Source: an optimization exercise on an open RTL-to-GDS flow (aim: small area, a short achievable clock period and few clock cycles per item). Production flows keep margins and buffers that such runs may drop.
RTL that was checked went through simulation tests only; none was proved equivalent to the original.
The RTL of runs 2 to 5 was laid out without a check of its function.

## flow/constraint.sdc

```tcl
create_clock -name core_clock -period 14.0 [get_ports {clk}]
set_input_delay 2.8000 -clock core_clock [delete_from_list [all_inputs] [get_ports {clk}]]
set_output_delay 2.8000 -clock core_clock [all_outputs]
set_load 0.01 [all_outputs]
```

## flow/flow/run.sh

```bash
#!/bin/bash
# Standard layout, with repair_timing asked to leave extra setup slack
# (timing-driven sizing/buffering of the iteration loop). The clock period
# and constraints are the standard flow's own; only the repair effort changes.
export SETUP_SLACK_MARGIN=8.5
bash standard.sh > standard.log 2>&1
```

## flow/standard.sh

```bash
#!/bin/bash
# synth_recipe.tcl (not shown) runs the flow's synth.tcl, then flattens the netlist and writes it again
# the make line also repeats each setting of config.mk as NAME=value (left out here)
make -C /OpenROAD-flow-scripts/flow DESIGN_CONFIG=/design/flow/config.mk WORK_HOME=/design/flow/orfs CLKGATE_MAP_FILE= SYNTH_SCRIPT=/design/flow/synth_recipe.tcl "${@:-finish}"
```

## flow/config.mk

```make
export PLATFORM = sky130hd
export DESIGN_NAME = ldpc_decoder
export DESIGN_NICKNAME = ldpc_decoder
export VERILOG_FILES = /design/flow/design.v
export SDC_FILE = /design/flow/constraint.sdc
export NUM_CORES = 4
export LEC_CHECK = 0
export ABC_AREA = 1
export CAP_MARGIN = 20
export CORE_MARGIN = 2
export CORE_UTILIZATION = 40
export CTS_BUF_LIST = sky130_fd_sc_hd__clkbuf_8
export CTS_CLUSTER_SIZE = 30
export SLEW_MARGIN = 20
```

## flow/design.v

```verilog
package ldpc_pkg;
    localparam int Z     = 4;
    localparam int BR    = 2;
    localparam int BC    = 4;
    localparam int N_VAR = BC * Z;
    localparam int N_CHK = BR * Z;
    localparam int N_EDGE = N_CHK * BC;    
    localparam int LLR_W   = 5;
    localparam int MSG_MAX = 15;
    localparam int SUM_W   = 8;
    localparam int CIDX_W  = $clog2(BC);
    localparam logic [2*BR*BC-1:0] SHIFT = 16'b01_11_00_10_11_10_01_00;
    function automatic int shift_of(int row, int col);
        shift_of = 0;
        shift_of[1:0] = SHIFT[(row * BC + col) * 2 +: 2];
    endfunction
    localparam int MAX_ITER = 8;
    localparam int ITER_W   = 4;
    localparam int IN_CREDITS  = 2;
    localparam int OUT_CREDITS = 2;
    localparam int Q_PTR_W     = $clog2(IN_CREDITS);
    localparam int Q_CNT_W     = $clog2(IN_CREDITS + 1);
    localparam int OCR_W       = $clog2(OUT_CREDITS + 1);
    function automatic int var_of(int chk, int col);
        var_of = col * Z + ((chk % Z) + shift_of(chk / Z, col)) % Z;
    endfunction
    function automatic int edge_of(int vidx, int row);
        int col;
        int t;
        col = vidx / Z;
        t = vidx % Z;
        edge_of = (row * Z + (t - shift_of(row, col) + Z) % Z) * BC + col;
    endfunction
endpackage
`timescale 1ns/1ps
module cnu (
    input  logic [3:0]  sgn_in,
    input  logic [15:0] mag_in,
    output logic [3:0] min1,
    output logic [3:0] min2,
    output logic [1:0] min_idx
);
    logic [3:0] m [4];
    logic bt [4][4];           
    logic [3:0] first, second;
    always_comb begin
        for (int i = 0; i < 4; i++) m[i] = mag_in[4*i +: 4];
        for (int i = 0; i < 4; i++)
            for (int j = i + 1; j < 4; j++) begin
                bt[i][j] = !(m[j] < m[i]);    
                bt[j][i] = !bt[i][j];
            end
        for (int i = 0; i < 4; i++) begin
            logic [2:0] w;
            int k;
            k = 0;
            w = '0;
            for (int j = 0; j < 4; j++)
                if (j != i) begin
                    w[k] = bt[i][j];
                    k++;
                end
            first[i]  = &w;
            second[i] = (w[0] & w[1] & ~w[2]) | (w[0] & ~w[1] & w[2]) | (~w[0] & w[1] & w[2]);
        end
        min1 = '0;
        min2 = '0;
        for (int i = 0; i < 4; i++) begin
            min1 = min1 | (m[i] & {4{first[i]}});
            min2 = min2 | (m[i] & {4{second[i]}});
        end
        min_idx = {first[2] | first[3], first[1] | first[3]};
    end
endmodule
`timescale 1ns/1ps
module cnu_bank (
    input  logic clk,
    input  logic clear,       
    input  logic [ldpc_pkg::N_EDGE-1:0]   v2c_sgn,    
    input  logic [ldpc_pkg::N_EDGE*4-1:0] v2c_mag,
    output logic [ldpc_pkg::N_EDGE-1:0]   c2v_sgn,    
    output logic [ldpc_pkg::N_EDGE*4-1:0] c2v_mag
);
    localparam int NC = ldpc_pkg::N_CHK;
    localparam int BC = ldpc_pkg::BC;
    logic [3:0] m1_q [NC];
    logic [3:0] m2_q [NC];
    logic [1:0] ix_q [NC];
    logic [BC-1:0] sg_q [NC];
    for (genvar c = 0; c < NC; c++) begin : g_chk
        logic [3:0] m1, m2;
        logic [1:0] ix;
        cnu u_cnu (
            .sgn_in  (v2c_sgn[c*BC +: BC]),
            .mag_in  (v2c_mag[c*BC*4 +: BC*4]),
            .min1    (m1),
            .min2    (m2),
            .min_idx (ix)
        );
        always_ff @(posedge clk) begin
            m1_q[c] <= clear ? 4'd0 : m1;
            m2_q[c] <= clear ? 4'd0 : m2;
            ix_q[c] <= ix;
            sg_q[c] <= {BC{^v2c_sgn[c*BC +: BC]}} ^ v2c_sgn[c*BC +: BC];    
        end
        for (genvar j = 0; j < BC; j++) begin : g_col
            assign c2v_mag[(c*BC+j)*4 +: 4] = (ix_q[c] == 2'(j)) ? m2_q[c] : m1_q[c];
            assign c2v_sgn[c*BC+j] = sg_q[c][j];
        end
    end
endmodule
`timescale 1ns/1ps
module vnu (
    input  logic signed [4:0] llr,
    input  logic       s0, input logic [3:0] m0,
    input  logic       s1, input logic [3:0] m1,
    output logic       vs0, output logic [3:0] vm0,
    output logic       vs1, output logic [3:0] vm1,
    output logic       dec
);
    function automatic logic [5:0] add5(logic [4:0] a, logic [4:0] b, logic cin);
        logic c;
        c = cin;
        for (int i = 0; i < 5; i++) begin
            add5[i] = a[i] ^ b[i] ^ c;
            c = (a[i] & b[i]) | (c & (a[i] ^ b[i]));
        end
        add5[5] = a[4] ^ b[4] ^ c;
    endfunction
    function automatic logic sgn65(logic [5:0] a, logic [4:0] b, logic cin);
        logic c;
        logic [5:0] bb;
        bb = {b[4], b};
        c = cin;
        for (int i = 0; i < 6; i++)
            c = (a[i] & bb[i]) | (c & (a[i] ^ bb[i]));
        sgn65 = a[5] ^ bb[5] ^ c;    
    endfunction
    function automatic logic [4:0] satmag(logic [5:0] e);
        logic n;
        logic [5:0] t;
        logic [3:0] inc;
        logic sat;
        n = e[5];
        t = e ^ {6{n}};
        inc = t[3:0] + 4'(n);
        sat = t[4] | (t[3:0] == 4'd15) | (n & (t[3:0] == 4'd14));
        satmag = {n, sat ? 4'd15 : inc};
    endfunction
    logic [4:0] b0, b1;
    logic [5:0] e0, e1;
    assign b0 = {s0, m0 ^ {4{s0}}};
    assign b1 = {s1, m1 ^ {4{s1}}};
    assign e0 = add5(llr, b1, s1);
    assign e1 = add5(llr, b0, s0);
    assign dec = sgn65(e0, b0, s0);
    assign {vs0, vm0} = satmag(e0);
    assign {vs1, vm1} = satmag(e1);
endmodule
`timescale 1ns/1ps
module vnu_bank (
    input  logic [ldpc_pkg::N_VAR*ldpc_pkg::LLR_W-1:0] chan_llr,
    input  logic [ldpc_pkg::N_EDGE-1:0]   c2v_sgn,    
    input  logic [ldpc_pkg::N_EDGE*4-1:0] c2v_mag,
    output logic [ldpc_pkg::N_EDGE-1:0]   v2c_sgn,    
    output logic [ldpc_pkg::N_EDGE*4-1:0] v2c_mag,
    output logic [ldpc_pkg::N_VAR-1:0] dec
);
    for (genvar v = 0; v < ldpc_pkg::N_VAR; v++) begin : g_var
        localparam int E0 = ldpc_pkg::edge_of(v, 0);
        localparam int E1 = ldpc_pkg::edge_of(v, 1);
        vnu u_vnu (
            .llr (chan_llr[v*ldpc_pkg::LLR_W +: ldpc_pkg::LLR_W]),
            .s0  (c2v_sgn[E0]),
            .m0  (c2v_mag[E0*4 +: 4]),
            .s1  (c2v_sgn[E1]),
            .m1  (c2v_mag[E1*4 +: 4]),
            .vs0 (v2c_sgn[E0]),
            .vm0 (v2c_mag[E0*4 +: 4]),
            .vs1 (v2c_sgn[E1]),
            .vm1 (v2c_mag[E1*4 +: 4]),
            .dec (dec[v])
        );
    end
endmodule
`timescale 1ns/1ps
module syndrome_check (
    input  logic [ldpc_pkg::N_VAR-1:0] dec,
    output logic syn_zero
);
    logic [ldpc_pkg::N_CHK-1:0] parity;
    for (genvar c = 0; c < ldpc_pkg::N_CHK; c++) begin : g_chk
        logic [ldpc_pkg::BC-1:0] bits;
        for (genvar j = 0; j < ldpc_pkg::BC; j++) begin : g_col
            assign bits[j] = dec[ldpc_pkg::var_of(c, j)];
        end
        assign parity[c] = ^bits;
    end
    assign syn_zero = ~|parity;    
endmodule
`timescale 1ns/1ps
module ldpc_decoder (
    input  logic clk,
    input  logic rst,
    input  logic in_valid,
    input  logic [ldpc_pkg::N_VAR*ldpc_pkg::LLR_W-1:0] in_llr,
    output logic in_credit,
    output logic out_valid,
    output logic [ldpc_pkg::N_VAR-1:0] out_bits,
    output logic [ldpc_pkg::ITER_W-1:0] out_iters,
    output logic out_ok,
    input  logic out_credit
);
    localparam int FW = ldpc_pkg::N_VAR * ldpc_pkg::LLR_W;
    logic [FW-1:0] slot0, slot1;
    logic v0, v1;
    logic [ldpc_pkg::ITER_W-1:0] iter;
    logic full;                        
    logic [ldpc_pkg::OCR_W-1:0] out_cnt;
    logic [ldpc_pkg::N_EDGE-1:0]   v2c_sgn, c2v_sgn;
    logic [ldpc_pkg::N_EDGE*4-1:0] v2c_mag, c2v_mag;
    logic [ldpc_pkg::N_VAR-1:0] dec;
    logic syn_zero;
    logic done, pop, restart;
    assign done      = v0 && (syn_zero || iter[3]);    
    assign out_valid = full && (out_cnt != '0);
    assign pop       = done && (!full || out_valid);
    assign restart   = done || !v0;    
    always_ff @(posedge clk) begin
        if (pop || !v0)
            slot0 <= v1 ? slot1 : in_llr;
        if (in_valid)
            slot1 <= in_llr;
    end
    always_ff @(posedge clk or posedge rst) begin
        if (rst) begin
            v0        <= 1'b0;
            v1        <= 1'b0;
            iter      <= '0;
            full      <= 1'b0;
            out_cnt   <= ldpc_pkg::OCR_W'(ldpc_pkg::OUT_CREDITS);
            in_credit <= 1'b0;
        end else begin
            if (pop) begin
                v0 <= v1 || in_valid;
                v1 <= v1 && in_valid;
            end else begin
                v0 <= v0 || in_valid;
                v1 <= v1 || (v0 && in_valid);
            end
            iter      <= restart ? '0 : iter + 1'b1;
            in_credit <= pop;
            out_cnt   <= out_cnt - ldpc_pkg::OCR_W'(out_valid) + ldpc_pkg::OCR_W'(out_credit);
            if (pop)
                full <= 1'b1;
            else if (out_valid)
                full <= 1'b0;
        end
    end
    always_ff @(posedge clk) begin
        if (pop) begin
            out_bits  <= dec;
            out_iters <= iter;
            out_ok    <= syn_zero;
        end
    end
    cnu_bank u_cnu_bank (
        .clk     (clk),
        .clear   (restart),
        .v2c_sgn (v2c_sgn),
        .v2c_mag (v2c_mag),
        .c2v_sgn (c2v_sgn),
        .c2v_mag (c2v_mag)
    );
    vnu_bank u_vnu_bank (
        .chan_llr (slot0),
        .c2v_sgn  (c2v_sgn),
        .c2v_mag  (c2v_mag),
        .v2c_sgn  (v2c_sgn),
        .v2c_mag  (v2c_mag),
        .dec      (dec)
    );
    syndrome_check u_syndrome_check (
        .dec      (dec),
        .syn_zero (syn_zero)
    );
endmodule
```

==> run summary, run 1 <==
* Fin crit period at 5.21 ns
* Row count at 98
* Hold Buf Count CTS at 0
* Final Hold Fails at 0
* Initial antenna violation count at 1
* Slowest cell on crit path: nor2_1
* Netlist Area Pre-Place at 28700 µm²
* Post-Synthesis Cells at 3880
* DIE HEIGHT at 272 µm
* Clk slew on worst S/H paths at 0.07 ns
* Die X at 272 µm
* Critical path endpoint category: register
* Post-synthesis sequential area ratio at 27.6%
* Post-synth EDFFs at 181
* Global-route wire length before repair at 124 mm
* DR iter-0 viols at 1699
* CTS buffer count at 57
* Setup TNS at 0 ns
* Startpoint Class: register
* Crit Path Category: reg2reg
* Depth of the CTS H-tree at 2
* Clock Tree Root: clkbuf_8
* Synthesized area per cell at 7.39 µm²
* Core Box Area at 71200 µm²
* Gr usage total at 21.0%
* Max-cap violations at 0
* DR WL/cell at 15.8 µm
* Crit-path max cell delay at 0.61 ns
* Clock Latency Late Sink at 0.69 ns
* DRC errors left at 0
* Post-Route WL at 79.4 mm
* Final HPWL DP at 61.8 mm
* Clk sink count at 303
* Synth Register Bits at 303
* Initial core utilization at 40.3%
* Deepest clock path buffer count at 3
* Fin nets at 4483
* Max Fanout on Critical Path at 7
* Cell variety after synth at 57
* Total grt overflow at 0
* Outcome: no timing/DRC/antenna violations
* I/O Buffers at 106
* Final Core Density at 46.4%
* Hold crit path type: reg2reg
* Syn nets at 4327
* Max Slew Vio Count at 0
* Top Ports at 107
* F_max at 192 MHz
* Vias in the first global route at 23.4k
* Critical Path RT at 14.63 ns
* Final setup violation count at 0
* Post-DR vias/cell at 4.92
* Post-DRT Antenna Nets at 0
* RSZ-0062 raised after global routing: true
* CP Buf/Inv Count at 6
* Synth area leaders: edfxtp_1 19%, nand2_1 14%, ha_1 10%
* Synth area leader: edfxtp_1
* Layout area overhead at 15.3%
* Crit path max-delay family: adder cells
* Largest net degree at the start of global routing at 51
* Gpl congestion at 0.931
* Ratio of cells with drive above 1 in the final layout at 9.99%
* Drt first pass iters at 6
* Synth Flop Type: edfxtp_1
* FFs w/ async S/R, synth at 3.30%
* Die area at 73900 µm²
* Worst-Margin Slew at 0.769 ns
* CTS tree: built
* Slew margin rel. at 48.5%
* Final period util at 37.2%
* Synth top area share at 19.0%
* Vias at 24.8k
* Clk_skew at 0.0420 ns
* Fill cells at 7174
* YS warnings at 10
* Worst EP arrival at 5.84 ns
==> placed cells by master (no fill, tap or decap), types with 47 or more instances in the layout <==
cell type           n
fa_1               98
dfxtp_1            97
nand4_1            47
inv_2              48
nand3_1           189
clkdlybuf4s50_1   105
xor2_1            253
o21ai_1            63
nand2_1          1066
xnor2_1            47
o21ai_0           176
a21oi_1            87
ha_1              235
clkbuf_8           73
inv_1             642
edfxtp_1          181
nor2_1            241
==> synthesized netlist by cell type (all sizes together), types with 52 or more instances <==
cell type  number
a21oi          92
dfxtp         112
edfxtp        181
fa            128
ha            235
inv           671
nand2        1104
nand3         211
nor2          286
o21ai         247
xnor2          52
xor2          259
==> sequential cells by signal (all words and copies together), names as in the netlist <==
| name | count |
|---|---|
| full | 1 |
| in_credit | 1 |
| iter | 4 |
| out_bits | 16 |
| out_cnt | 2 |
| out_iters | 4 |
| out_ok | 1 |
| slot0 | 80 |
| slot1 | 80 |
| u_cnu_bank.ix_q | 16 |
| u_cnu_bank.m1_q | 32 |
| u_cnu_bank.m2_q | 32 |
| u_cnu_bank.sg_q | 32 |
| v0 | 1 |
| v1 | 1 |
==> area by class of cell <==
type / count / area (µm²) / share of cell area (%)
antenna: 1 / 2.50 / 0.00757
sequential: 303 / 7950 / 24.0
timing repair inverter: 1 / 7.51 / 0.0227
multi-input combinational: 2840 / 18600 / 56.3
clock buffer: 73 / 1000 / 3.04
inverter: 682 / 2560 / 7.75
timing repair buffer: 151 / 1450 / 4.39
clock inverter: 35 / 287 / 0.866
tap: 950 / 1190 / 3.59
==> kinds of logic (layout without fill, tap and decap cells) <==
family                     after synthesis  after routing  share of synthesized area (%)
adders and majority gates              363            363                           19.2
and+or+nand+nor                       1717           1718                           24.8
xor gates and xnor gates               311            311                           9.55
AOI/OAI and AO/OA                      448            448                           8.97
buffers and inverters                  738            942                           9.89
other                                    0              1                              0
DFF                                    303            303                           27.6
==> per-layer routing <==
metal | routed length, µm | share of wire (%) | vias to the layer above | global-route usage [%]
met2 | 35700 | 45 | 637 | 34.2
met5 | 0 | 0 | - | 0
met4 | 2280 | 2.9 | 0 | 6.82
met1 | 36500 | 46 | 11300 | 28.5
met3 | 4880 | 6.1 | 132 | 3.39
li1 | - | - | 12600 | -
==> worst reg2reg max path: cells and delay by family (launching register included) <==
family	cells	cell delay, ns
adders and majority gates	6	1.79
and+or+nand+nor	11	1.63
AOI/OAI and AO/OA	4	0.71
buffers and inverters	6	0.49
DFF	1	0.40
xor gates and xnor gates	1	0.16
==> metrics by stage <==
step / instances / setup slack [ns] / instance area [µm²] / hold WS, ns
after floorplan: 3880 / 8.76 / 28700 / 0.425
after CTS: 4994 / 8.50 / 32100 / 0.490
after global routing: 5036 / 8.45 / 33100 / 0.509
after global placement: 4885 / 8.11 / 30700 / 0.470
final: 5036 / 8.79 / 33100 / 0.484
after detailed placement: 4885 / 7.99 / 30700 / 0.467
==> repair_timing <==
| item | 4_1_cts | 5_1_grt |
|---|---|---|
| gates resized for setup | 37 | 172 |
| endpoints found under the setup margin | 142 | 182 |
| cloned | 1 | 2 |
| buffers inserted | 0 | 39 |
| pin swaps | 2 | 23 |
==> path summary, 6_finish.rpt <==
path                                                    end  slack [ns]                          start  cells after the start
min in group asynchronous                      v0$_DFF_PP0_        2.55                            rst                      2
min reg2reg                               iter[0]$_DFF_PP0_        0.48              iter[0]$_DFF_PP0_                      1
max reg2reg                u_cnu_bank.m2_q[2][1]$_SDFF_PN0_        8.79  u_cnu_bank.ix_q[5][0]$_DFF_P_                     28
max                        u_cnu_bank.m2_q[2][1]$_SDFF_PN0_        8.79  u_cnu_bank.ix_q[5][0]$_DFF_P_                     28
max in group asynchronous                      v1$_DFF_PP0_       11.10                            rst                      2
min                                       iter[0]$_DFF_PP0_        0.48              iter[0]$_DFF_PP0_                      1
Testbench counts, summed over its fixed seeds: cycles 3,199, items 1,200.
==> run 2, diff against run 1 <==
--- a/flow/design.v
+++ b/flow/design.v
@@ -38,7 +38,7 @@
     input  logic [15:0] mag_in,
     output logic [3:0] min1,
     output logic [3:0] min2,
-    output logic [1:0] min_idx
+    output logic [3:0] min_oh       
 );
     logic [3:0] m [4];
     logic bt [4][4];           
@@ -69,7 +69,7 @@
             min1 = min1 | (m[i] & {4{first[i]}});
             min2 = min2 | (m[i] & {4{second[i]}});
         end
-        min_idx = {first[2] | first[3], first[1] | first[3]};
+        min_oh = first;
     end
 endmodule
 `timescale 1ns/1ps
@@ -85,17 +85,17 @@
     localparam int BC = ldpc_pkg::BC;
     logic [3:0] m1_q [NC];
     logic [3:0] m2_q [NC];
-    logic [1:0] ix_q [NC];
+    logic [BC-1:0] ix_q [NC];    
     logic [BC-1:0] sg_q [NC];
     for (genvar c = 0; c < NC; c++) begin : g_chk
         logic [3:0] m1, m2;
-        logic [1:0] ix;
+        logic [BC-1:0] ix;
         cnu u_cnu (
             .sgn_in  (v2c_sgn[c*BC +: BC]),
             .mag_in  (v2c_mag[c*BC*4 +: BC*4]),
             .min1    (m1),
             .min2    (m2),
-            .min_idx (ix)
+            .min_oh  (ix)
         );
         always_ff @(posedge clk) begin
             m1_q[c] <= clear ? 4'd0 : m1;
@@ -104,7 +104,7 @@
             sg_q[c] <= {BC{^v2c_sgn[c*BC +: BC]}} ^ v2c_sgn[c*BC +: BC];    
         end
         for (genvar j = 0; j < BC; j++) begin : g_col
-            assign c2v_mag[(c*BC+j)*4 +: 4] = (ix_q[c] == 2'(j)) ? m2_q[c] : m1_q[c];
+            assign c2v_mag[(c*BC+j)*4 +: 4] = ix_q[c][j] ? m2_q[c] : m1_q[c];
             assign c2v_sgn[c*BC+j] = sg_q[c][j];
         end
     end
==> flow/run.sh (new file) <==
#!/bin/bash
# synth_recipe.tcl (not shown) runs the flow's synth.tcl, then flattens the netlist and writes it again
# the make line also repeats each setting of config.mk as NAME=value (left out here)
make -C /OpenROAD-flow-scripts/flow DESIGN_CONFIG=/design/flow/config.mk WORK_HOME=/design/flow/orfs CLKGATE_MAP_FILE= SYNTH_SCRIPT=/design/flow/synth_recipe.tcl finish
removed: flow/flow/run.sh
removed: flow/standard.sh
==> run 2 against run 1 <==
Synthesized cell count is 4.8% higher; clock skew grew 0.0017 ns; largest cell class unchanged; utilization shrank 1.5 points; final cell count is 2.9% higher; critical path type unchanged; area after synthesis is 5.1% higher.
==> run summary, run 2 <==
* Top layer reached by signal wires: met4
* Dpl cell area at 32000 µm² (+4.2%)
* M1 wire length at 38.2 mm (+4.6%)
* Post-Synthesis Cells at 4066 (+4.8%)
* Synth area leaders: edfxtp_1 18%, nand2_1 14%, ha_1 10%
* Vias at 25.7k (+4.0%)
* Die X at 279 µm (+2.5%)
* Core Box Area at 74600 µm² (+4.7%)
* Hold Buf Count CTS at 0 (unchanged)
* Largest net degree at the start of global routing at 69 (+35%)
* Startpoint Class: register
* Drt first pass iters at 5 (-1)
* Final setup violation count at 0 (unchanged)
* Post-CTS Setup Bufs at 0 (unchanged)
* Gr usage total at 21.4% (+0.33 points)
* Max Slew Vio Count at 0 (unchanged)
* DR WL met3 at 3.97 mm (-19%)
* Deepest clock path buffer count at 3 (unchanged)
* Netlist Area Pre-Place at 30100 µm² (+5.1%)
* Syn nets at 4521 (+4.5%)
* YS warnings at 10 (unchanged)
* Layout area overhead at 11.1%
* Reg2reg setup slack at 8.05 ns (-0.74 ns)
* Ratio of cells with drive above 1 in the final layout at 8.43% (-1.6 points)
* Synth top area share at 18.0% (-0.92 points)
* Synth cell count leaders: 1092 x nand2_1, 587 x inv_1, 286 x nor2_1, 243 x ha_1, 242 x xor2_1
* Gpl congestion at 0.925 (-0.72%)
* Hold_sp: iter[3]$_DFF_PP0_
* Hold crit path type: reg2reg
* Synth Flop Type: edfxtp_1
* DR iter-0 viols at 1786 (+5.1%)
* Reg2reg end: slot0[74]$_DFFE_PP_
* Hold slack at 0.445 ns (-0.0385 ns)
* DIE HEIGHT at 279 µm (+2.5%)
* Post-synthesis sequential area ratio at 27.4% (-0.28 points)
* Top-count cell post-synth: nand2_1
* Commonest non-fill, non-tap cell in the layout: nand2_1
* WL met2 at 36.9 mm (+3.5%)
* I/O Buffers at 106 (unchanged)
* Post-Route WL at 81.7 mm (+2.9%)
* Row count at 100 (+2.0%)
* Synth Register Bits at 319 (+5.3%)
* Synth area leader: edfxtp_1
* Max Fanout on Critical Path at 41 (+34)
* Most frequent cells in the layout: 1091 x nand2_1, 604 x inv_1, 286 x nor2_1
* Largest regs: slot0 x80, slot1 x80
* Post-synth EDFFs at 181 (unchanged)
* DR WL/cell at 15.8 µm (about the same)
* Post-Place Cells at 5059 (+3.6%)
* CTS resizes at 0 (-100%)
* RSZ-0062 raised after global routing: false
* Max-cap violations at 0 (unchanged)
* Clk_skew at 0.0436 ns (+0.00167 ns)
* Worst reg-to-reg path cell count at 22 (-21%)
* Critical path endpoint category: register
* Initial antenna violation count at 1 (unchanged)
* Post-DRT Antenna Nets at 0 (unchanged)
* Post-DR vias/cell at 4.96 (+1.0%)
* Clock Tree Root: clkbuf_8
* Fin nets at 4614 (+2.9%)
* F_max at 168 MHz (-12%)
* Clock Latency Late Sink at 0.69 ns (about the same)
* Worst-Margin Slew at 1.04 ns (+0.274 ns)
* Final Core Density at 44.9% (-1.5 points)
* Global-route wire length before repair at 132 mm (+6.4%)
* Dpl ws at 7.98 ns (-0.00503 ns)
* Worst setup margin at 8.05 ns (-0.740 ns)
* Critical Path RT at 14.28 ns (-0.35 ns)
* Crit Path Category: reg2reg
* Depth of the CTS H-tree at 3 (+1)
* Total grt overflow at 0 (unchanged)
* Final instance area at 33500 µm² (+1.2%)
* Slew margin rel. at 30.4% (-18 points)
* Worst EP arrival at 6.23 ns (+0.39 ns)
* Final Hold Fails at 0 (unchanged)
* Finished Layout Cells at 5184 (+2.9%)
* Synthesized area per cell at 7.41 µm² (+0.30%)
* Die area at 77600 µm² (+5.0%)
* Vias in the first global route at 24.8k (+6.2%)
* Outcome: no timing/DRC/antenna violations
* CTS buffer count at 67 (+18%)
* CTS tree: built
* Final HPWL DP at 64.7 mm (+4.8%)
* Critical path startpoint: u_cnu_bank.ix_q[5][2]$_DFF_P_
* R2R Path Start: u_cnu_bank.ix_q[5][2]$_DFF_P_
* Setup TNS at 0 ns (unchanged)
* DRC errors left at 0 (unchanged)
* Crit path capture: slot0[74]$_DFFE_PP_
* Top Ports at 107 (unchanged)
* Final period util at 42.5% (+5.3 points)
* Clk sink count at 319 (+5.3%)
* Initial core utilization at 40.4% (+0.17 points)
* Cell variety after synth at 61 (+7.0%)
* Clk slew on worst S/H paths at 0.06 ns (about the same)
* FFs w/ async S/R, synth at 3.13% (-0.17 points)
* Fin crit period at 5.95 ns (+0.740 ns)
run 2: changes by cell type after synthesis, moves of 14 or more:
cell and delta:
o21ai_0 -38, xnor2_1 +19, nor2_1 +14, nand4_1 +54, xor2_1 -15, dfxtp_1 +16, a21oi_1 +22, nand2_2 +15
a31oi_1 -17, buf_2 +17, inv_1 -38, inv_2 +72
run 2: critical path: stages, from the launching register on:
cell and delay (ns):
dfxtp_1 0.48, o21ai_0 0.18, xor2_1 0.18, fa_1 0.41
fa_1 0.38, fa_1 0.37, inv_1 0.08, fa_1 0.47
inv_1 0.13, ha_1 0.35, nor3b_1 0.16, a21oi_1 0.29
nand2_1 0.08, nand2_1 0.07, nand2_1 0.05, nand2_1 0.06
nand2_1 0.05, nor2_1 0.12, nand2_2 0.10, nand2_1 0.09
nand3_1 0.19, nand2_4 0.54, buf_4 0.66
run 2: cell families (layout without fill, tap and decap cells):
group	count (synthesis)	after routing	synth area share [%]
AOI/OAI and AO/OA	433	433	8.19
xor gates and xnor gates	318	318	9.36
adders and majority gates	371	371	18.6
buffers and inverters	798	945	10.4
DFF	319	319	27.4
other	0	2	0
and+or+nand+nor	1827	1827	26.1
run 2: cell type report:
type                       instances  area (µm²)
multi-input combinational       2949       18800
sequential                       319        8250
tap                              969        1210
clock buffer                      77        1060
antenna                            2        5.00
timing repair buffer             110        1090
inverter                         712        2680
fill                            7540       41100
clock inverter                    46         422
run 2: worst min-delay path by stage:
stage	to	slack [ns]	depth (start not counted)
6_report	out_iters[3]$_DFFE_PP_	0.45	0
5_1_grt	out_iters[3]$_DFFE_PP_	0.48	0
4_1_cts	out_iters[3]$_DFFE_PP_	0.45	0
3_5_place_dp	out_iters[3]$_DFFE_PP_	0.44	0
3_3_place_gp	out_iters[3]$_DFFE_PP_	0.44	0
2_1_floorplan	out_iters[3]$_DFFE_PP_	0.42	0
run 2: metal layers:
layer	vias to the layer above	GRT usage, %
li1	13100	-
met1	11800	29.2
met2	643	34.7
met3	144	2.90
met4	0	7.39
met5	-	0
==> run 3, diff against run 2 <==
--- a/flow/design.v
+++ b/flow/design.v
@@ -212,8 +212,10 @@
     input  logic out_credit
 );
     localparam int FW = ldpc_pkg::N_VAR * ldpc_pkg::LLR_W;
-    logic [FW-1:0] slot0, slot1;
-    logic v0, v1;
+    logic [FW-1:0] slot [2];
+    logic [1:0] vld;
+    logic wr, rd;
+    logic [FW-1:0] llr;
     logic [ldpc_pkg::ITER_W-1:0] iter;
     logic full;                        
     logic [ldpc_pkg::OCR_W-1:0] out_cnt;
@@ -222,31 +224,33 @@
     logic [ldpc_pkg::N_VAR-1:0] dec;
     logic syn_zero;
     logic done, pop, restart;
-    assign done      = v0 && (syn_zero || iter[3]);    
+    assign llr       = slot[rd];
+    assign done      = vld[rd] && (syn_zero || iter[3]);    
     assign out_valid = full && (out_cnt != '0);
     assign pop       = done && (!full || out_valid);
-    assign restart   = done || !v0;    
+    assign restart   = done || !vld[rd];    
     always_ff @(posedge clk) begin
-        if (pop || !v0)
-            slot0 <= v1 ? slot1 : in_llr;
-        if (in_valid)
-            slot1 <= in_llr;
+        for (int i = 0; i < 2; i++)
+            if (!vld[i])
+                slot[i] <= in_llr;
     end
     always_ff @(posedge clk or posedge rst) begin
         if (rst) begin
-            v0        <= 1'b0;
-            v1        <= 1'b0;
+            vld       <= '0;
+            wr        <= 1'b0;
+            rd        <= 1'b0;
             iter      <= '0;
             full      <= 1'b0;
             out_cnt   <= ldpc_pkg::OCR_W'(ldpc_pkg::OUT_CREDITS);
             in_credit <= 1'b0;
         end else begin
+            if (in_valid) begin
+                vld[wr] <= 1'b1;
+                wr      <= !wr;
+            end
             if (pop) begin
-                v0 <= v1 || in_valid;
-                v1 <= v1 && in_valid;
-            end else begin
-                v0 <= v0 || in_valid;
-                v1 <= v1 || (v0 && in_valid);
+                vld[rd] <= 1'b0;
+                rd      <= !rd;
             end
             iter      <= restart ? '0 : iter + 1'b1;
             in_credit <= pop;
@@ -273,7 +277,7 @@
         .c2v_mag (c2v_mag)
     );
     vnu_bank u_vnu_bank (
-        .chan_llr (slot0),
+        .chan_llr (llr),
         .c2v_sgn  (c2v_sgn),
         .c2v_mag  (c2v_mag),
         .v2c_sgn  (v2c_sgn),
--- a/flow/config.mk
+++ b/flow/config.mk
@@ -9,6 +9,4 @@
 export CAP_MARGIN = 20
 export CORE_MARGIN = 2
 export CORE_UTILIZATION = 40
-export CTS_BUF_LIST = sky130_fd_sc_hd__clkbuf_8
-export CTS_CLUSTER_SIZE = 30
 export SLEW_MARGIN = 20
==> run 3 against run 2 <==
Critical endpoint is now u_cnu_bank.m1_q[1][2]$_SDFF_PN0_; final cell count decreased by 2.7%; global-route usage is essentially flat; critical path depth is 8 higher; cell area fell by 1.9%; sequential cell count up 2; count of clock-buffer cells in the layout down 17; register-to-register slack worse by 0.43 ns; wire length shrank 1.6%; die area is 2.1% lower.
==> run summary, run 3 <==
* Layout area overhead at 11.3%
* Hold path cells at 0 (unchanged)
* CTS resizes at 0 (unchanged)
* Syn nets at 4421 (-2.2%)
* Outcome: no timing/DRC/antenna violations
* Slew margin rel. at 33.9% (+3.6 points)
* Netlist Area Pre-Place at 29500 µm² (-2.1%)
* Vias at 24.8k (-3.5%)
* Most frequent cells in the layout: 1037 x nand2_1, 665 x inv_1, 335 x nor2_1
* F_max at 157 MHz (-6.7%)
* Max-cap violations at 0 (unchanged)
* Post-Place Cells at 4967 (-1.8%)
* Fin crit period at 6.38 ns (+0.427 ns)
* CTS buffer count at 41 (-39%)
* Dpl cell area at 31400 µm² (-1.7%)
* Slowest cell on crit path: dfrtp_4
* Total grt overflow at 0 (unchanged)
* Final HPWL DP at 64.4 mm (-0.60%)
* Startpoint Class: register
* Worst-Margin Slew at 0.990 ns (-0.0532 ns)
* Number of flip-flops in the largest register at 160
* Crit-path max cell delay at 0.73 ns (+0.07 ns)
* Hold crit path type: reg2reg
* Hold slack at 0.486 ns (+0.0406 ns)
* Depth of the CTS H-tree at 2 (-1)
* Final setup violation count at 0 (unchanged)
* Final instance area at 32800 µm² (-1.9%)
* Post-synth EDFFs at 181 (unchanged)
* Cell count along the critical path at 30 (+36%)
* Fin nets at 4506 (-2.3%)
* Post-Route WL at 80.4 mm (-1.6%)
* Vias in the first global route at 23.6k (-5.1%)
* I/O Buffers at 106 (unchanged)
* Sequential cell area at 8300 µm² (+0.61%)
* Die area at 76000 µm² (-2.1%)
* Clock Tree Root: clkbuf_16
* CTS tree: built
* Synth area leaders: edfxtp_1 18%, nand2_1 13%, ha_1 10%
* Clk slew on worst S/H paths at 0.06 ns (about the same)
* Critical Path Most Common Cell: inv_1
* Gr usage total at 21.4% (+0.041 points)
* Initial antenna violation count at 3 (+2)
* Worst reg-to-reg path cell count at 30 (+36%)
* Setup TNS at 0 ns (unchanged)
* Top reg by flops: slot
* Commonest non-fill, non-tap cell in the layout: nand2_1
* Critical Path RT at 14.43 ns (+0.15 ns)
* Fill cells at 7275 (-3.5%)
* Row count at 99 (-1.0%)
* Worst setup margin at 7.62 ns (-0.427 ns)
* Dpl ws at 7.53 ns (-0.453 ns)
* Post-CTS Setup Bufs at 0 (unchanged)
* Hold Buf Count CTS at 0 (unchanged)
* Clock Latency Late Sink at 0.60 ns (-0.09 ns)
* Post-DR vias/cell at 4.93 (-0.77%)
* Antenna cell count at 0 (-2)
* Global-route wire length before repair at 128 mm (-3.1%)
* Crit path max-delay family: adder cells
* Gpl congestion at 0.943 (+2.0%)
* Die X at 276 µm (-1.0%)
* Cell variety after synth at 46 (-25%)
* FFs w/ async S/R, synth at 3.74% (+0.60 points)
* Synth top area share at 18.4% (+0.39 points)
* Top-count cell post-synth: nand2_1
* Post-DRT Antenna Nets at 0 (unchanged)
* Clk_skew at 0.0346 ns (-0.00900 ns)
* Critical path endpoint category: register
* Final period util at 45.6% (+3.1 points)
* DRC errors left at 0 (unchanged)
* Largest net degree at the start of global routing at 65 (-5.8%)
* Finished Layout Cells at 5043 (-2.7%)
* Initial core utilization at 40.5% (about the same)
* Clk sink count at 321 (+0.63%)
* Post-Synthesis Cells at 3966 (-2.5%)
* YS warnings at 11 (+1)
* Top Ports at 107 (unchanged)
* Synth Register Bits at 321 (+0.63%)
* Final Hold Fails at 0 (unchanged)
* Synth area leader: edfxtp_1
* Core Box Area at 73000 µm² (-2.2%)
* CP Buf/Inv Count at 10 (+7)
* Ratio of cells with drive above 1 in the final layout at 3.62% (-4.8 points)
* DIE HEIGHT at 276 µm (-1.0%)
* Max Fanout on Critical Path at 38 (-7.3%)
* Worst EP arrival at 6.80 ns (+0.57 ns)
* DR iter-0 viols at 1698 (-4.9%)
* Synth cell count leaders: 1037 x nand2_1, 667 x inv_1, 335 x nor2_1, 243 x ha_1, 223 x xor2_1
* Post-synthesis sequential area ratio at 28.1% (+0.75 points)
* RSZ-0062 raised after global routing: false
* Crit Path Category: reg2reg
* Drt first pass iters at 6 (+1)
* DR WL/cell at 15.9 µm (+1.2%)
* Footprint of the multi-input gates at 18300 µm² (-2.6%)
* Synth Flop Type: edfxtp_1
* Max Slew Vio Count at 0 (unchanged)
* Deepest clock path buffer count at 3 (unchanged)
* Synthesized area per cell at 7.44 µm² (+0.38%)
## run 3: through the flow
stage | utilization, %
2_1_floorplan | -
3_3_place_gp | 43.1
3_5_place_dp | 43.1
4_1_cts | 45.0
5_1_grt | 45.0
6_report | 45.0
## run 3: worst paths after layout
path	start	end	slack [ns]
max	rd$_DFFE_PP0P_	u_cnu_bank.m1_q[1][2]$_SDFF_PN0_	7.62
min	iter[3]$_DFF_PP0_	out_iters[3]$_DFFE_PP_	0.49
max reg2reg	rd$_DFFE_PP0P_	u_cnu_bank.m1_q[1][2]$_SDFF_PN0_	7.62
min reg2reg	iter[3]$_DFF_PP0_	out_iters[3]$_DFFE_PP_	0.49
max in group asynchronous	rst	rd$_DFFE_PP0P_	11.09
min in group asynchronous	rst	out_cnt[0]$_DFF_PP0_	2.54
## run 3: cell type report
class	count	area share, %
multi-input combinational	2897	55.6
sequential	321	25.3
inverter	678	7.76
clock buffer	60	3.92
tap	959	3.65
timing repair buffer	112	3.37
clock inverter	16	0.370
## run 3: routing by layer
layer | GRT usage (%) | vias to the layer above | share of wire (%)
met2 | 34.7 | 578 | 45
li1 | - | 12800 | -
met3 | 3.33 | 113 | 5.4
met5 | 0 | - | 0.016
met4 | 6.20 | 2 | 2.7
met1 | 29.5 | 11300 | 47
## run 3: worst reg2reg max path: cells and delay by family (launching register included)
family	cells	cell delay, ns
flops	1	0.73
buf+inv	10	1.43
compound gates	6	1.00
fa+ha+maj	6	1.98
simple gates	8	1.08
## run 3: cell families after synthesis
kind of cell,synth area share [%]
AND/OR/NAND/NOR,25.2
flip-flops,28.1
multiplexers,1.09
XOR/XNOR,8.78
buffers and inverters,9.96
adder cells (fa/ha/maj),19.0
AO/OA/AOI/OAI,7.89
==> run 4, diff against run 3 <==
--- a/flow/design.v
+++ b/flow/design.v
@@ -38,7 +38,7 @@
     input  logic [15:0] mag_in,
     output logic [3:0] min1,
     output logic [3:0] min2,
-    output logic [3:0] min_oh       
+    output logic [1:0] min_idx
 );
     logic [3:0] m [4];
     logic bt [4][4];           
@@ -69,7 +69,7 @@
             min1 = min1 | (m[i] & {4{first[i]}});
             min2 = min2 | (m[i] & {4{second[i]}});
         end
-        min_oh = first;
+        min_idx = {first[2] | first[3], first[1] | first[3]};
     end
 endmodule
 `timescale 1ns/1ps
@@ -85,26 +85,29 @@
     localparam int BC = ldpc_pkg::BC;
     logic [3:0] m1_q [NC];
     logic [3:0] m2_q [NC];
-    logic [BC-1:0] ix_q [NC];    
+    logic [1:0] ix_q [NC];
     logic [BC-1:0] sg_q [NC];
+    logic fresh;    
+    always_ff @(posedge clk)
+        fresh <= clear;
     for (genvar c = 0; c < NC; c++) begin : g_chk
         logic [3:0] m1, m2;
-        logic [BC-1:0] ix;
+        logic [1:0] ix;
         cnu u_cnu (
             .sgn_in  (v2c_sgn[c*BC +: BC]),
             .mag_in  (v2c_mag[c*BC*4 +: BC*4]),
             .min1    (m1),
             .min2    (m2),
-            .min_oh  (ix)
+            .min_idx (ix)
         );
         always_ff @(posedge clk) begin
-            m1_q[c] <= clear ? 4'd0 : m1;
-            m2_q[c] <= clear ? 4'd0 : m2;
+            m1_q[c] <= m1;
+            m2_q[c] <= m2;
             ix_q[c] <= ix;
             sg_q[c] <= {BC{^v2c_sgn[c*BC +: BC]}} ^ v2c_sgn[c*BC +: BC];    
         end
         for (genvar j = 0; j < BC; j++) begin : g_col
-            assign c2v_mag[(c*BC+j)*4 +: 4] = ix_q[c][j] ? m2_q[c] : m1_q[c];
+            assign c2v_mag[(c*BC+j)*4 +: 4] = fresh ? 4'd0 : (ix_q[c] == 2'(j)) ? m2_q[c] : m1_q[c];
             assign c2v_sgn[c*BC+j] = sg_q[c][j];
         end
     end
==> run 4 against run 3 <==
Highest routed layer is now met4; global-route usage is 0.50 points higher; critical path depth decreased by 5; still clean; area after synthesis down 0.49%.
==> run summary, run 4 <==
* Outcome: no timing/DRC/antenna violations
* Die area at 75600 µm² (-0.49%)
* Total grt overflow at 0 (unchanged)
* Netlist Area Pre-Place at 29400 µm² (-0.49%)
* Critical path endpoint category: register
* Synthesized area per cell at 7.63 µm² (+2.5%)
* Ratio of cells with drive above 1 in the final layout at 6.89% (+3.3 points)
* Final setup violation count at 0 (unchanged)
* Vias in the first global route at 23.6k (+0.093%)
* Worst setup margin at 7.60 ns (-0.0177 ns)
* Clock Tree Root: clkbuf_16
* Reg2reg setup slack at 7.60 ns (-0.02 ns)
* CTS tree: built
* Antenna cell count at 0 (unchanged)
* Synth Register Bits at 306 (-4.7%)
* Fill cells at 7418 (+2.0%)
* Most frequent cells in the layout: 945 x nand2_1, 567 x inv_1, 235 x ha_1
* Synth top area share at 18.5% (+0.091 points)
* Crit Path Category: reg2reg
* Largest net degree at the start of global routing at 61 (-6.2%)
* Worst EP arrival at 6.89 ns (+0.09 ns)
* CTS buffer count at 40 (-2.4%)
* Post-synth EDFFs at 181 (unchanged)
* Worst Hold Endpoint: out_iters[3]$_DFFE_PP_
* Post-CTS Setup Bufs at 0 (unchanged)
* Hold path cells at 0 (unchanged)
* Clk_skew at 0.0301 ns (-0.00449 ns)
* Max-cap violations at 0 (unchanged)
* Final instance area at 32700 µm² (-0.46%)
* Critical Path RT at 14.50 ns (+0.07 ns)
* Commonest non-fill, non-tap cell in the layout: nand2_1
* Cell variety after synth at 61 (+33%)
* Hold_sp: iter[3]$_DFF_PP0_
* Post-Route WL at 83.2 mm (+3.5%)
* Post-DRT Antenna Nets at 0 (unchanged)
* Top-count cell post-synth: nand2_1
* Synth area leader: edfxtp_1
* Crit-path max cell delay at 0.78 ns (+0.05 ns)
* Clk sink count at 306 (-4.7%)
* Global-route wire length before repair at 130 mm (+1.6%)
* Slowest cell on crit path: dfxtp_4
* DR iter-0 viols at 2179 (+28%)
* Worst reg-to-reg path cell count at 25 (-17%)
* Final Hold Fails at 0 (unchanged)
* I/O Buffers at 106 (unchanged)
* Hold Buf Count CTS at 0 (unchanged)
* Max Slew Vio Count at 0 (unchanged)
* Depth of the CTS H-tree at 2 (unchanged)
* Worst-Margin Slew at 0.934 ns (-0.0562 ns)
* Hold crit path type: reg2reg
* F_max at 156 MHz (-0.28%)
* Deepest clock path buffer count at 3 (unchanged)
* Vias at 25.1k (+1.2%)
* Dpl cell area at 31400 µm² (-0.22%)
* YS warnings at 11 (unchanged)
* Dpl ws at 7.55 ns (+0.0162 ns)
* DRC errors left at 0 (unchanged)
* Drt first pass iters at 5 (-1)
* CP Buf/Inv Count at 6 (-4)
* Fin crit period at 6.40 ns (+0.0177 ns)
* DR WL/cell at 16.9 µm (+5.8%)
* Syn nets at 4299 (-2.8%)
* Initial antenna violation count at 0 (-3)
* Slew margin rel. at 37.8% (+3.8 points)
* RSZ-0062 raised after global routing: false
* Final HPWL DP at 66.4 mm (+3.2%)
* Final period util at 45.7% (+0.13 points)
* Core Box Area at 72800 µm² (-0.17%)
* Die X at 275 µm (-0.24%)
* R2R Path Start: u_cnu_bank.fresh$_DFF_P_
* Max Fanout on Critical Path at 60 (+58%)
* Synth area leaders: edfxtp_1 19%, nand2_1 12%, ha_1 10%
* Startpoint Class: register
* Layout area overhead at 11.3% (about the same)
* Post-Place Cells at 4859 (-2.2%)
* Finished Layout Cells at 4933 (-2.2%)
* Top reg by flops: slot
* Post-synthesis sequential area ratio at 27.2% (-0.88 points)
* Top Ports at 107 (unchanged)
* Crit path max-delay family: adder cells
* Synth Flop Type: edfxtp_1
* CTS resizes at 0 (unchanged)
* Initial core utilization at 40.3% (-0.13 points)
* FFs w/ async S/R, synth at 3.92% (+0.18 points)
* DIE HEIGHT at 275 µm (-0.24%)
* Synth cell count leaders: 945 x nand2_1, 569 x inv_1, 235 x ha_1, 208 x nand3_1, 203 x xor2_1
* Row count at 99 (unchanged)
* Number of flip-flops in the largest register at 160 (unchanged)
* Clk slew on worst S/H paths at 0.06 ns (about the same)
* Post-Synthesis Cells at 3852 (-2.9%)
* Post-DR vias/cell at 5.10 (+3.5%)
* Gpl congestion at 0.958 (+1.5%)
* Reg2reg end: u_cnu_bank.m1_q[7][3]$_DFF_P_
* Clock Latency Late Sink at 0.58 ns (-0.02 ns)
* Fin nets at 4389 (-2.6%)
* Setup TNS at 0 ns (unchanged)
* Gr usage total at 21.9% (+0.50 points)
run 4: cell count changes after synthesis, moves of 15 or more:
cell       previous run  this run
nand2_1            1037       945
nor2_1              335       199
xor2_1              223       203
nand2_2              20        44
a21oi_1              89       164
inv_1               667       569
o21ai_1              20        71
o21ai_0             221       191
o2111ai_1             0        15
clkinv_1              1        20
inv_2                10        52
dfxtp_1             128       113
run 4: cell type report:
class                      instances  area [µm²]  share of cell area (%)
inverter                         641        2410                    7.37
tap                              959        1200                    3.67
clock buffer                      48        1070                    3.28
sequential                       306        8010                    24.5
multi-input combinational       2841       18600                    57.0
clock inverter                    26         254                   0.777
timing repair buffer             112        1110                    3.38
run 4: how the worst max path moves through the flow:
stage          slack (ns)  cells past startpoint                      from                       endpoint
2_1_floorplan        8.79                     32  u_cnu_bank.fresh$_DFF_P_  u_cnu_bank.m2_q[4][0]$_DFF_P_
3_3_place_gp         7.65                     28            rd$_DFFE_PP0P_         out_bits[12]$_DFFE_PP_
3_5_place_dp         7.55                     28            rd$_DFFE_PP0P_          out_bits[5]$_DFFE_PP_
4_1_cts              7.55                     28            rd$_DFFE_PP0P_          out_bits[1]$_DFFE_PP_
5_1_grt              6.96                     28            rd$_DFFE_PP0P_         out_bits[11]$_DFFE_PP_
6_report             7.60                     25  u_cnu_bank.fresh$_DFF_P_  u_cnu_bank.m1_q[7][3]$_DFF_P_
run 4: metal layers:
metal | share of wire [%] | track usage [%]
met4 | 2.5 | 5.85
met5 | 0 | 0
met2 | 45 | 35.4
met3 | 6.2 | 3.42
met1 | 46 | 30.5
run 4: through the flow:
step                      util, %  hold WS [ns]
final                        44.9         0.456
after global routing         44.9         0.466
after detailed placement     43.1         0.445
after CTS                    44.9         0.459
after global placement       43.1         0.438
after floorplan                 -         0.425
run 4: worst register-to-register path, cell delays in order, from the launching register on:
cell and delay [ns]:
dfxtp_4 0.78, buf_4 0.63, a21oi_1 0.11, o21ai_0 0.26, xor2_1 0.24, fa_1 0.45
fa_1 0.37, inv_1 0.07, fa_1 0.15, inv_1 0.05, fa_1 0.61, inv_1 0.13
ha_1 0.21, ha_1 0.25, nor2_1 0.41, inv_1 0.13, ha_1 0.30, o21ai_1 0.07
nand2_1 0.09, a31oi_2 0.25, inv_2 0.09, nor2_1 0.12, nand2_2 0.14, o22ai_1 0.22
a21oi_1 0.06, o21ai_1 0.11
run 4: logic make-up (layout without fill, tap and decap cells):
group	Yosys count	in the layout	synth area share (%)
adder cells (fa/ha/maj)	363	363	18.7
XOR/XNOR	278	278	8.29
buffers and inverters	705	827	9.29
flip-flops	306	306	27.2
AND/OR/NAND/NOR	1598	1598	23.8
AO/OA/AOI/OAI	570	570	11.6
multiplexers	32	32	1.09
==> run 5, diff against run 4 <==
--- a/flow/design.v
+++ b/flow/design.v
@@ -215,60 +215,93 @@
     input  logic out_credit
 );
     localparam int FW = ldpc_pkg::N_VAR * ldpc_pkg::LLR_W;
+    localparam int NV = ldpc_pkg::N_VAR;
     logic [FW-1:0] slot [2];
     logic [1:0] vld;
     logic wr, rd;
     logic [FW-1:0] llr;
+    logic [NV-1:0] sm0;
+    logic s0;
+    logic [1:0] ahead;
     logic [ldpc_pkg::ITER_W-1:0] iter;
     logic full;                        
     logic [ldpc_pkg::OCR_W-1:0] out_cnt;
+    logic [1:0] cred;                  
     logic [ldpc_pkg::N_EDGE-1:0]   v2c_sgn, c2v_sgn;
     logic [ldpc_pkg::N_EDGE*4-1:0] v2c_mag, c2v_mag;
-    logic [ldpc_pkg::N_VAR-1:0] dec;
-    logic syn_zero;
-    logic done, pop, restart;
+    logic [NV-1:0] dec, in_sgn;
+    logic syn_zero, in_ok;
+    logic done, can_take, take_eng, take_sm, take, restart, to_sm, push_eng;
+    for (genvar v = 0; v < NV; v++) begin : g_sgn
+        assign in_sgn[v] = in_llr[v*ldpc_pkg::LLR_W + ldpc_pkg::LLR_W - 1];
+    end
+    syndrome_check u_in_check (
+        .dec      (in_sgn),
+        .syn_zero (in_ok)
+    );
+    assign to_sm     = in_valid && in_ok && (!s0 || take_sm);
+    assign push_eng  = in_valid && !to_sm;
     assign llr       = slot[rd];
     assign done      = vld[rd] && (syn_zero || iter[3]);    
     assign out_valid = full && (out_cnt != '0);
-    assign pop       = done && (!full || out_valid);
+    assign can_take  = !full || out_valid;
+    assign take_sm   = can_take && s0 && (ahead == '0);
+    assign take_eng  = can_take && done && !(s0 && (ahead == '0));
+    assign take      = take_sm || take_eng;
     assign restart   = done || !vld[rd];    
     always_ff @(posedge clk) begin
         for (int i = 0; i < 2; i++)
             if (!vld[i])
                 slot[i] <= in_llr;
+        if (to_sm)
+            sm0 <= in_sgn;
     end
     always_ff @(posedge clk or posedge rst) begin
         if (rst) begin
             vld       <= '0;
             wr        <= 1'b0;
             rd        <= 1'b0;
+            s0        <= 1'b0;
+            ahead     <= '0;
             iter      <= '0;
             full      <= 1'b0;
             out_cnt   <= ldpc_pkg::OCR_W'(ldpc_pkg::OUT_CREDITS);
+            cred      <= '0;
             in_credit <= 1'b0;
         end else begin
-            if (in_valid) begin
+            if (push_eng) begin
                 vld[wr] <= 1'b1;
                 wr      <= !wr;
             end
-            if (pop) begin
+            if (take_eng) begin
                 vld[rd] <= 1'b0;
                 rd      <= !rd;
             end
+            s0 <= (s0 && !take_sm) || to_sm;
+            if (to_sm)
+                ahead <= 2'(vld[0]) + 2'(vld[1]) - 2'(take_eng);
+            else if (take_eng)
+                ahead <= ahead - 2'(s0);
             iter      <= restart ? '0 : iter + 1'b1;
-            in_credit <= pop;
             out_cnt   <= out_cnt - ldpc_pkg::OCR_W'(out_valid) + ldpc_pkg::OCR_W'(out_credit);
-            if (pop)
+            if (take)
                 full <= 1'b1;
             else if (out_valid)
                 full <= 1'b0;
+            begin
+                logic [1:0] cn0, cn1;
+                cn0 = cred + 2'(to_sm);
+                cn1 = cn0 + 2'd1;
+                in_credit <= take_eng || (cn0 != '0);
+                cred      <= take_eng ? cn1 - 2'd1 : cn0 - 2'(cn0 != '0);
+            end
         end
     end
     always_ff @(posedge clk) begin
-        if (pop) begin
-            out_bits  <= dec;
-            out_iters <= iter;
-            out_ok    <= syn_zero;
+        if (take) begin
+            out_bits  <= take_sm ? sm0 : dec;
+            out_iters <= take_sm ? '0 : iter;
+            out_ok    <= take_sm || syn_zero;
         end
     end
     cnu_bank u_cnu_bank (
==> run 5 against run 4 <==
Hold slack gained 0.041 ns; final cell count grew 1.3%; sequential share of layout area grew 1.3 points; cell area grew 2.0%; count of clock-buffer cells in the layout grew 5; utilization is essentially flat; fmax shrank 5.2%; first-iteration DRC count shrank 14%.
==> run summary, run 5 <==
* Synth top area share at 19.7% (+1.2 points)
* Global-route wire length before repair at 129 mm (-0.27%)
* Die area at 77100 µm² (+2.0%)
* F_max at 148 MHz (-5.2%)
* Critical Path Most Common Cell: inv_1
* Initial antenna violation count at 3 (+3)
* Final period util at 48.2% (+2.5 points)
* Top reg by flops: slot
* Slowest cell on crit path: dfrtp_4
* Post-Synth Simple-Gate Area at 21.5% (-2.2 points)
* DR WL/cell at 16.7 µm (-0.91%)
* Die X at 278 µm (+0.99%)
* Hold_sp: iter[0]$_DFF_PP0_
* Adder-cell area share of the yosys netlist at 18.6% (-0.17 points)
* Final Hold Fails at 0 (unchanged)
* FFs w/ async S/R, synth at 5.20% (+1.3 points)
* Critical Path RT at 14.45 ns (-0.05 ns)
* Final setup violation count at 0 (unchanged)
* Ratio of cells with drive above 1 in the final layout at 6.80% (-0.092 points)
* Post-CTS Setup Bufs at 0 (unchanged)
* Number of flip-flops in the largest register at 160 (unchanged)
* Vias in the first global route at 23.2k (-1.6%)
* Syn nets at 4357 (+1.3%)
* Core Box Area at 74300 µm² (+2.0%)
* Clock Tree Root: clkbuf_16
* Synth area leader: edfxtp_1
* Post-Synthesis Cells at 3906 (+1.4%)
* Fin crit period at 6.75 ns (+0.349 ns)
* Final HPWL DP at 66.1 mm (-0.42%)
* Final Core Density at 44.9% (about the same)
* Post-Route WL at 83.5 mm (+0.37%)
* CTS resizes at 0 (unchanged)
* DIE HEIGHT at 278 µm (+0.99%)
* Clk sink count at 327 (+6.9%)
* Synth Register Bits at 327 (+6.9%)
* Startpoint Class: register
* Post-DR vias/cell at 5.01 (-1.7%)
* Crit-path max cell delay at 0.77 ns (about the same)
* CP Buf/Inv Count at 7 (+1)
* Slew margin rel. at 28.3% (-9.5 points)
* Reg2reg end: u_cnu_bank.m1_q[7][2]$_DFF_P_
* Layout area overhead at 11.2% (about the same)
* Vias at 25.0k (-0.47%)
* Gpl congestion at 0.955 (-0.29%)
* Worst reg-to-reg path cell count at 24 (-4.0%)
* Multiplexer share of the synthesized area at 0.534% (-0.56 points)
* Outcome: no timing/DRC/antenna violations
* Worst Hold Endpoint: iter[0]$_DFF_PP0_
* Post-Place Cells at 4920 (+1.3%)
* Fin nets at 4446 (+1.3%)
* Clock Latency Late Sink at 0.57 ns (about the same)
* CP cell instances: inv_2 -> buf_4 -> or2_2 -> o21ai_0 -> inv_1 -> fa_1 -> fa_1 -> inv_1 -> fa_1 -> inv_1 -> fa_1 -> xnor2_1 -> ha_1 -> nor2_1 -> inv_1 -> ha_1 -> o21ai_0 -> nand2_1 -> a21oi_1 -> inv_1 -> nand3_1 -> o22ai_1 -> a21oi_1 -> o21ai_0
* CTS buffer count at 41 (+2.5%)
* Max Fanout on Critical Path at 39 (-35%)
* Hold path cells at 1 (+1)
* DR iter-0 viols at 1878 (-14%)
* Deepest clock path buffer count at 3 (unchanged)
* RSZ-0062 raised after global routing: false
* Cell variety after synth at 67 (+9.8%)
* Max-cap violations at 0 (unchanged)
* Hold Buf Count CTS at 0 (unchanged)
* Xor and xnor area share after synthesis at 9.50% (+1.2 points)
* Synth Flop Type: edfxtp_1
* Largest net degree at the start of global routing at 63 (+3.3%)
* Synthesized area per cell at 7.67 µm² (+0.61%)
* YS warnings at 11 (unchanged)
* Drt first pass iters at 6 (+1)
* Setup TNS at 0 ns (unchanged)
* Compound-Gate Fraction of Synth Area at 11.5% (-0.063 points)
* I/O Buffers at 106 (unchanged)
* R2R Path Start: rd$_DFFE_PP0P_
* Critical path endpoint category: register
* Crit Path Category: reg2reg
* Gr usage total at 21.4% (-0.54 points)
* Post-synth EDFFs at 197 (+8.8%)
* Worst-Margin Slew at 1.08 ns (+0.142 ns)
* Netlist Area Pre-Place at 30000 µm² (+2.0%)
* Antenna cell count at 0 (unchanged)
* Max Slew Vio Count at 0 (unchanged)
* Reg2reg setup slack at 7.25 ns (-0.35 ns)
* Clk slew on worst S/H paths at 0.06 ns (about the same)
* Most frequent cells in the layout: 935 x nand2_1, 626 x inv_1, 269 x o21ai_0
* Commonest non-fill, non-tap cell in the layout: nand2_1
* Crit path max-delay family: adder cells
* Total grt overflow at 0 (unchanged)
* Finished Layout Cells at 4997 (+1.3%)
* Clk_skew at 0.0181 ns (-0.0121 ns)
* Depth of the CTS H-tree at 2 (unchanged)
* Row count at 100 (+1.0%)
* DRC errors left at 0 (unchanged)
* Worst EP arrival at 7.20 ns (+0.31 ns)
* Post-synthesis sequential area ratio at 28.7% (+1.5 points)
* Hold crit path type: reg2reg
* Top-count cell post-synth: nand2_1
* Post-DRT Antenna Nets at 0 (unchanged)
* Initial core utilization at 40.3% (about the same)
* Largest family of logic cells by synthesized area: simple AND/OR/NAND/NOR gates
* Synth cell count leaders: 936 x nand2_1, 628 x inv_1, 269 x o21ai_0, 239 x ha_1, 236 x xor2_1
* Top Ports at 107 (unchanged)
* CTS tree: built
* Synth area leaders: edfxtp_1 20%, nand2_1 12%, ha_1 10%
run 5: changes by cell type after synthesis, sizes merged, moves of 17 or more:
cell	before	now
clkinv	20	3
xor2	203	236
o21ai	269	301
nand2	989	957
nand4	95	41
a21oi	174	207
nand3	226	179
a21boi	27	8
or2	23	66
inv	621	674
run 5: how the worst max path moves through the flow:
stage / startpoint / endpoint / depth (start not counted)
2_1_floorplan: in_llr[49] / cred[0]$_DFF_PP0_ / 10
3_5_place_dp: rd$_DFFE_PP0P_ / out_bits[1]$_DFFE_PP_ / 28
4_1_cts: rd$_DFFE_PP0P_ / out_bits[1]$_DFFE_PP_ / 28
5_1_grt: rd$_DFFE_PP0P_ / u_cnu_bank.m2_q[4][1]$_DFF_P_ / 31
3_3_place_gp: rd$_DFFE_PP0P_ / out_bits[14]$_DFFE_PP_ / 28
6_report: rd$_DFFE_PP0P_ / u_cnu_bank.m1_q[7][2]$_DFF_P_ / 24
run 5: area by class of cell:
class,instances,area [µm²]
well taps,969,1210
flip-flops and latches,327,8610
clock inverters,23,200
clock buffers,53,1140
inverters,677,2550
multi-input cells,2834,18500
repair buffers,114,1130
fillers,7492,41000
run 5: worst register-to-register path, cell delays in order, from the launching register on:
cell and delay, ns:
dfrtp_4 0.77, inv_2 0.42, buf_4 0.38, or2_2 0.37, o21ai_0 0.15, inv_1 0.11
fa_1 0.45, fa_1 0.38, inv_1 0.08, fa_1 0.15, inv_1 0.05, fa_1 0.57
xnor2_1 0.32, ha_1 0.28, nor2_1 0.39, inv_1 0.14, ha_1 0.30, o21ai_0 0.07
nand2_1 0.07, a21oi_1 0.29, inv_1 0.13, nand3_1 0.35, o22ai_1 0.14, a21oi_1 0.17
o21ai_0 0.10
run 5: cells by family after synthesis:
group / after synthesis
compound gates: 621
simple gates: 1504
mux: 16
fa+ha+maj: 368
flops: 327
buf+inv: 745
xor+xnor: 325
run 5: metrics by stage:
step | worst slack, ns | instance area [µm²] | hold WS (ns)
after CTS | 7.09 | 33300 | 0.496
after detailed placement | 7.09 | 32000 | 0.485
final | 7.25 | 33300 | 0.496
after global placement | 7.18 | 32000 | 0.484
after global routing | 6.76 | 33300 | 0.535
after floorplan | 8.62 | 30000 | 0.458
run 5: metal layers:
metal	vias to the layer above	wire length [µm]	GRT usage (%)
li1	12800	-	-
met1	11500	38600	29.5
met2	660	37800	34.7
met3	117	4460	2.76
met4	4	2640	6.79
met5	-	26	0

## static timing again, ports no longer ideal
How much do the figures lean on ideal ports? The routed layouts below were timed once more, with nothing changed but the port constraints. Step 1, drivers: a clkbuf_16 drives clk and a buf_2 each remaining input, both assumed. Step 2 adds t to the input delays and takes it off the output delays; t is the mean of the earliest and latest rising clock arrival at the registers after step 1. Input paths then give back, and output paths get back, about the clock's delay inside the block. Three values: ideal, step 1, step 2; two values: the first two.
| run | t (ns) | setup slack, ns | worst setup path after step 2 | slew at the worst register clock pin (ns) | worst data-port slew with drivers (ns) |
|---|---|---|---|---|---|
| run 1 | 0.733 | 8.788 / 8.788 / 8.788 | register to register | 0.07 / 0.07 | 0.05 |
| run 2 | 0.726 | 8.048 / 8.048 / 8.048 | register to register | 0.07 / 0.07 | 0.05 |
| run 3 | 0.639 | 7.621 / 7.621 / 7.621 | register to register | 0.07 / 0.07 | 0.20 |
| run 4 | 0.630 | 7.603 / 7.603 / 7.603 | register to register | 0.06 / 0.06 | 0.05 |
| run 5 | 0.629 | 7.254 / 7.254 / 7.254 | register to register | 0.06 / 0.06 | 0.12 |
After both steps every run listed still meets setup and hold.
